Source: an optimization exercise on an open RTL-to-GDS flow (aim: small area, a short achievable clock period and few clock cycles per item). Production flows keep margins and buffers that such runs may drop.
The RTL was checked by simulation tests, not by an equivalence proof against the original design.
Power is estimated from default activity; no workload was simulated.

==> flow/design.v <==
package plst_pkg;
    localparam int CAPACITY = 64;
    localparam int DATA_W = 32;
    localparam int KIND_W = 3;
    localparam int POS_W  = 6;
    localparam int LEN_W  = 7;
    localparam int STAT_W = 2;
    localparam int RES_W  = DATA_W + LEN_W + STAT_W;
    localparam int S_TDATA_W = ((POS_W + DATA_W + 7) / 8) * 8;
    localparam int M_TDATA_W = ((DATA_W + LEN_W + STAT_W + 7) / 8) * 8;
    localparam logic [KIND_W-1:0] KIND_INSERT = 3'd0;
    localparam logic [KIND_W-1:0] KIND_APPEND = 3'd1;
    localparam logic [KIND_W-1:0] KIND_DELETE = 3'd2;
    localparam logic [KIND_W-1:0] KIND_READ   = 3'd3;
    localparam logic [KIND_W-1:0] KIND_CLEAR  = 3'd4;
    localparam logic [STAT_W-1:0] STAT_OK       = 2'd0;
    localparam logic [STAT_W-1:0] STAT_FULL     = 2'd1;
    localparam logic [STAT_W-1:0] STAT_PAST_END = 2'd2;
    localparam logic [STAT_W-1:0] STAT_EMPTY    = 2'd3;
endpackage
module plst_ram #(
    parameter int DEPTH = 64,
    parameter int WIDTH = 32
) (
    input  logic             aclk,
    input  logic [DEPTH-1:0] mv_a,       
    input  logic [DEPTH-1:0] mv_b,
    input  logic [WIDTH-1:0] wdata,
    input  logic [DEPTH-1:0] rsel,       
    output logic [WIDTH-1:0] rdata
);
    logic [WIDTH-1:0] mem [DEPTH];
    for (genvar i = 0; i < DEPTH; i++) begin : g_ent
        logic [WIDTH-1:0] lo, hi, nxt;
        logic             s_up, s_dn, s_wr, s_hold;
        assign s_up   =  mv_a[i] && !mv_b[i];
        assign s_dn   = !mv_a[i] &&  mv_b[i];
        assign s_wr   =  mv_a[i] &&  mv_b[i];
        assign s_hold = !mv_a[i] && !mv_b[i];
        assign lo  = (i > 0)         ? mem[(i > 0) ? i - 1 : 0] : '0;
        assign hi  = (i < DEPTH - 1) ? mem[(i < DEPTH - 1) ? i + 1 : i] : '0;
        assign nxt = ({WIDTH{s_up}}   & lo)
                   | ({WIDTH{s_dn}}   & hi)
                   | ({WIDTH{s_wr}}   & wdata)
                   | ({WIDTH{s_hold}} & mem[i]);
        always_ff @(posedge aclk) begin
            mem[i] <= nxt;
        end
    end
    always_comb begin
        rdata = '0;
        for (int i = 0; i < DEPTH; i++) begin
            rdata = rdata | ({WIDTH{rsel[i]}} & mem[i]);
        end
    end
endmodule
module plst_ctrl (
    input  logic                              aclk,
    input  logic                              aresetn,
    input  logic                              in_acc,     
    input  logic [plst_pkg::KIND_W-1:0]       in_kind,
    input  logic [plst_pkg::POS_W-1:0]        in_pos,
    output logic [plst_pkg::CAPACITY-1:0]     mv_a,       
    output logic [plst_pkg::CAPACITY-1:0]     mv_b,
    output logic [plst_pkg::CAPACITY-1:0]     rsel,       
    output logic [plst_pkg::LEN_W-1:0]        res_length,
    output logic [plst_pkg::STAT_W-1:0]       res_status
);
    localparam int N     = plst_pkg::CAPACITY;
    localparam int POS_W = plst_pkg::POS_W;
    localparam int LEN_W = plst_pkg::LEN_W;
    logic [LEN_W-1:0] len, len_p1, len_m1, len_m2;
    logic             a_ins, a_del, a_clr;
    logic [plst_pkg::STAT_W-1:0] a_status;
    logic [LEN_W-1:0] len_next, len_p1_next, len_m1_next, len_m2_next;
    always_comb begin
        len_next    = len;
        len_p1_next = len_p1;
        len_m1_next = len_m1;
        len_m2_next = len_m2;
        if (a_clr) begin
            len_next    = '0;
            len_p1_next = LEN_W'(1);
            len_m1_next = '1;
            len_m2_next = ~LEN_W'(1);
        end else if (a_ins) begin
            len_next    = len_p1;
            len_p1_next = len_p1 + LEN_W'(1);
            len_m1_next = len;
            len_m2_next = len_m1;
        end else if (a_del) begin
            len_next    = len_m1;
            len_p1_next = len;
            len_m1_next = len_m2;
            len_m2_next = len_m2 - LEN_W'(1);
        end
    end
    logic          k_ia, k_app, k_del, k_rd, k_clr;
    logic          full_n, empty_n, pos_in_n, ins_ok;
    logic [N-1:0]  ge, gt;
    logic [POS_W-1:0] tail_n, place, rpos;
    logic [N-1:0]  rsel_n, mva_n, mvb_n;
    logic [plst_pkg::STAT_W-1:0] status_n;
    always_comb begin
        k_app = (in_kind == plst_pkg::KIND_APPEND);
        k_ia  = (in_kind == plst_pkg::KIND_INSERT) || k_app;
        k_del = (in_kind == plst_pkg::KIND_DELETE);
        k_rd  = (in_kind == plst_pkg::KIND_READ);
        k_clr = (in_kind == plst_pkg::KIND_CLEAR);
        full_n   = len_next[LEN_W-1];               
        empty_n  = (len_next == '0);
        pos_in_n = ({1'b0, in_pos} < len_next);
        ins_ok   = k_ia && !full_n;
        tail_n   = len_next[POS_W-1:0];
        place    = (k_app || !pos_in_n) ? tail_n : in_pos;
        for (int i = 0; i < N; i++) begin
            ge[i] = (POS_W'(i) >= (k_ia ? place : in_pos));
        end
        gt       = {ge[N-2:0], 1'b0};
        rpos     = pos_in_n ? in_pos : len_m1_next[POS_W-1:0];
        for (int i = 0; i < N; i++) begin
            rsel_n[i] = k_rd && !empty_n && (POS_W'(i) == rpos);
        end
        mva_n = {N{ins_ok}} & ge;
        mvb_n = ({N{k_del}} & ge) | ({N{ins_ok}} & ge & ~gt);
        status_n = plst_pkg::STAT_OK;
        if (k_ia && full_n)          status_n = plst_pkg::STAT_FULL;
        else if (k_del && !pos_in_n) status_n = plst_pkg::STAT_PAST_END;
        else if (k_rd && empty_n)    status_n = plst_pkg::STAT_EMPTY;
    end
    always_ff @(posedge aclk) begin
        if (!aresetn) begin
            len    <= '0;
            len_p1 <= LEN_W'(1);
            len_m1 <= '1;
            len_m2 <= ~LEN_W'(1);
        end else begin
            len    <= len_next;
            len_p1 <= len_p1_next;
            len_m1 <= len_m1_next;
            len_m2 <= len_m2_next;
        end
    end
    always_ff @(posedge aclk) begin
        if (in_acc) begin
            mv_a  <= mva_n;
            mv_b  <= mvb_n;
            rsel  <= rsel_n;
            a_ins <= ins_ok;
            a_del <= k_del && pos_in_n;
            a_clr <= k_clr;
        end else begin
            mv_a  <= '0;
            mv_b  <= '0;
            rsel  <= '0;
            a_ins <= 1'b0;
            a_del <= 1'b0;
            a_clr <= 1'b0;
        end
        a_status <= status_n;
    end
    assign res_length = len_next;
    assign res_status = a_status;
endmodule
module positional_list_store_unit (
    input  logic                               aclk,
    input  logic                               aresetn,
    input  logic                               s_tvalid,
    output logic                               s_tready,
    input  logic [plst_pkg::S_TDATA_W-1:0]     s_tdata,    
    input  logic [plst_pkg::KIND_W-1:0]        s_tuser,    
    output logic                               m_tvalid,
    input  logic                               m_tready,
    output logic [plst_pkg::M_TDATA_W-1:0]     m_tdata     
);
    localparam int N      = plst_pkg::CAPACITY;
    localparam int POS_W  = plst_pkg::POS_W;
    localparam int DATA_W = plst_pkg::DATA_W;
    localparam int RES_W  = plst_pkg::RES_W;
    localparam int QD     = 3;    
    localparam int CW     = 2;
    logic acc, pop;
    assign acc = s_tvalid && s_tready && aresetn;
    assign pop = m_tvalid && m_tready;
    logic              r_valid;
    logic [DATA_W-1:0] r_val;
    always_ff @(posedge aclk) begin
        r_val <= s_tdata[POS_W +: DATA_W];
        if (!aresetn) r_valid <= 1'b0;
        else          r_valid <= acc;
    end
    logic [N-1:0]                mv_a, mv_b, rsel;
    logic [DATA_W-1:0]           rdata;
    logic [plst_pkg::LEN_W-1:0]  res_length;
    logic [plst_pkg::STAT_W-1:0] res_status;
    logic [RES_W-1:0]            res;
    plst_ctrl u_ctrl (
        .aclk       (aclk),
        .aresetn    (aresetn),
        .in_acc     (acc),
        .in_kind    (s_tuser),
        .in_pos     (s_tdata[POS_W-1:0]),
        .mv_a       (mv_a),
        .mv_b       (mv_b),
        .rsel       (rsel),
        .res_length (res_length),
        .res_status (res_status)
    );
    plst_ram #(.DEPTH(N), .WIDTH(DATA_W)) u_ram (
        .aclk  (aclk),
        .mv_a  (mv_a),
        .mv_b  (mv_b),
        .wdata (r_val),
        .rsel  (rsel),
        .rdata (rdata)
    );
    assign res = {res_status, res_length, rdata};
    logic [RES_W-1:0] q   [QD];
    logic [QD-1:0]    qv;
    logic [CW-1:0]    cred;        
    logic             ready_reg;
    always_ff @(posedge aclk) begin
        for (int j = 0; j < QD; j++) begin
            if (qv[j] && !pop) begin
                q[j] <= q[j];
            end else if (pop && (j + 1 < QD) && qv[(j + 1 < QD) ? j + 1 : j]) begin
                q[j] <= q[(j + 1 < QD) ? j + 1 : j];
            end else begin
                q[j] <= res;
            end
        end
        if (!aresetn) begin
            qv <= '0;
        end else begin
            for (int j = 0; j < QD; j++) begin
                logic below, here, above;
                below = (j == 0) ? 1'b1 : qv[(j == 0) ? 0 : j - 1];
                here  = qv[j];
                above = (j + 1 < QD) ? qv[(j + 1 < QD) ? j + 1 : j] : 1'b0;
                if (pop) qv[j] <= above || (r_valid && here);
                else     qv[j] <= here || (r_valid && below);
            end
        end
    end
    always_ff @(posedge aclk) begin
        if (!aresetn) begin
            cred      <= '0;
            ready_reg <= 1'b1;
        end else begin
            case ({acc, pop})
                2'b10:   begin cred <= cred + CW'(1); ready_reg <= (cred + CW'(1)) < CW'(QD); end
                2'b01:   begin cred <= cred - CW'(1); ready_reg <= 1'b1; end
                default: begin ready_reg <= cred < CW'(QD); end
            endcase
        end
    end
    assign s_tready = ready_reg;
    assign m_tvalid = qv[0];
    assign m_tdata  = plst_pkg::M_TDATA_W'(q[0]);
endmodule
export LEC_CHECK = 0
export CAP_MARGIN = 20
export CORE_MARGIN = 2
export CORE_UTILIZATION = 28
export CTS_CLUSTER_DIAMETER = 100
export CTS_CLUSTER_SIZE = 20
export PLACE_DENSITY = 0.4
export SETUP_SLACK_MARGIN = 4.7
export SLEW_MARGIN = 20
create_clock -name core_clock -period 8.0 [get_ports {aclk}]
run.sh (not shown) runs the stock make flow with config.mk's settings and CLKGATE_MAP_FILE= SYNTH_SCRIPT=/design/flow/synth_recipe.tcl, a recipe that flattens the netlist after the stock synthesis.
The starting point completed and failed the layout checks on antenna rules.
Testbench counts at the start, summed over its fixed seeds: cycles 8,016, items 8,000.
Rerun with:
--- a/flow/config.mk
+++ b/flow/config.mk
@@ -10 +10 @@
-export CORE_UTILIZATION = 28
+export CORE_UTILIZATION = 27
@@ -13 +13 @@
-export PLACE_DENSITY = 0.4
+export PLACE_DENSITY = 0.38
After rerunning: With this change the flow produced a clean layout. Final area rises slightly. Power rises slightly. Clock skew falls by 0.015 ns. Core utilization falls by 0.98 points. Worst setup slack improves by 0.14 ns. Global-route usage stays flat. Sequential share of layout area falls by 0.14 points. Combinational power rises slightly. Clock power rises by a few percent. Hold slack barely changes.

## afterwards: timing with drivers on the ports
How much do the figures lean on ideal ports? The routed layouts below were timed once more, with nothing changed but the port constraints. Step 1 sets driving cells, clkbuf_16 on the clock port and buf_2 on the other inputs (assumed; they add their load-dependent delay and slew). Step 2 moves the port delays by t, midway between the first and last clock arrival at a register: inputs arrive t later, outputs are due t later. That takes back most of the time a late clock gives input paths. Slacks: no drivers / after step 1 / after step 2; pairs: no drivers / after step 1.
run	shift t [ns]	setup slack, ns	worst setup path after step 2	worst register clock-pin slew, ns
the first run	1.048	4.416 / 4.416 / 3.788	input to register	0.11 / 0.11
the second run	1.054	4.560 / 4.560 / 3.658	input to register	0.10 / 0.10
The setup slack of the second run, which loses most, moves by 0.000 ns with the drivers and by -0.902 ns with both steps.
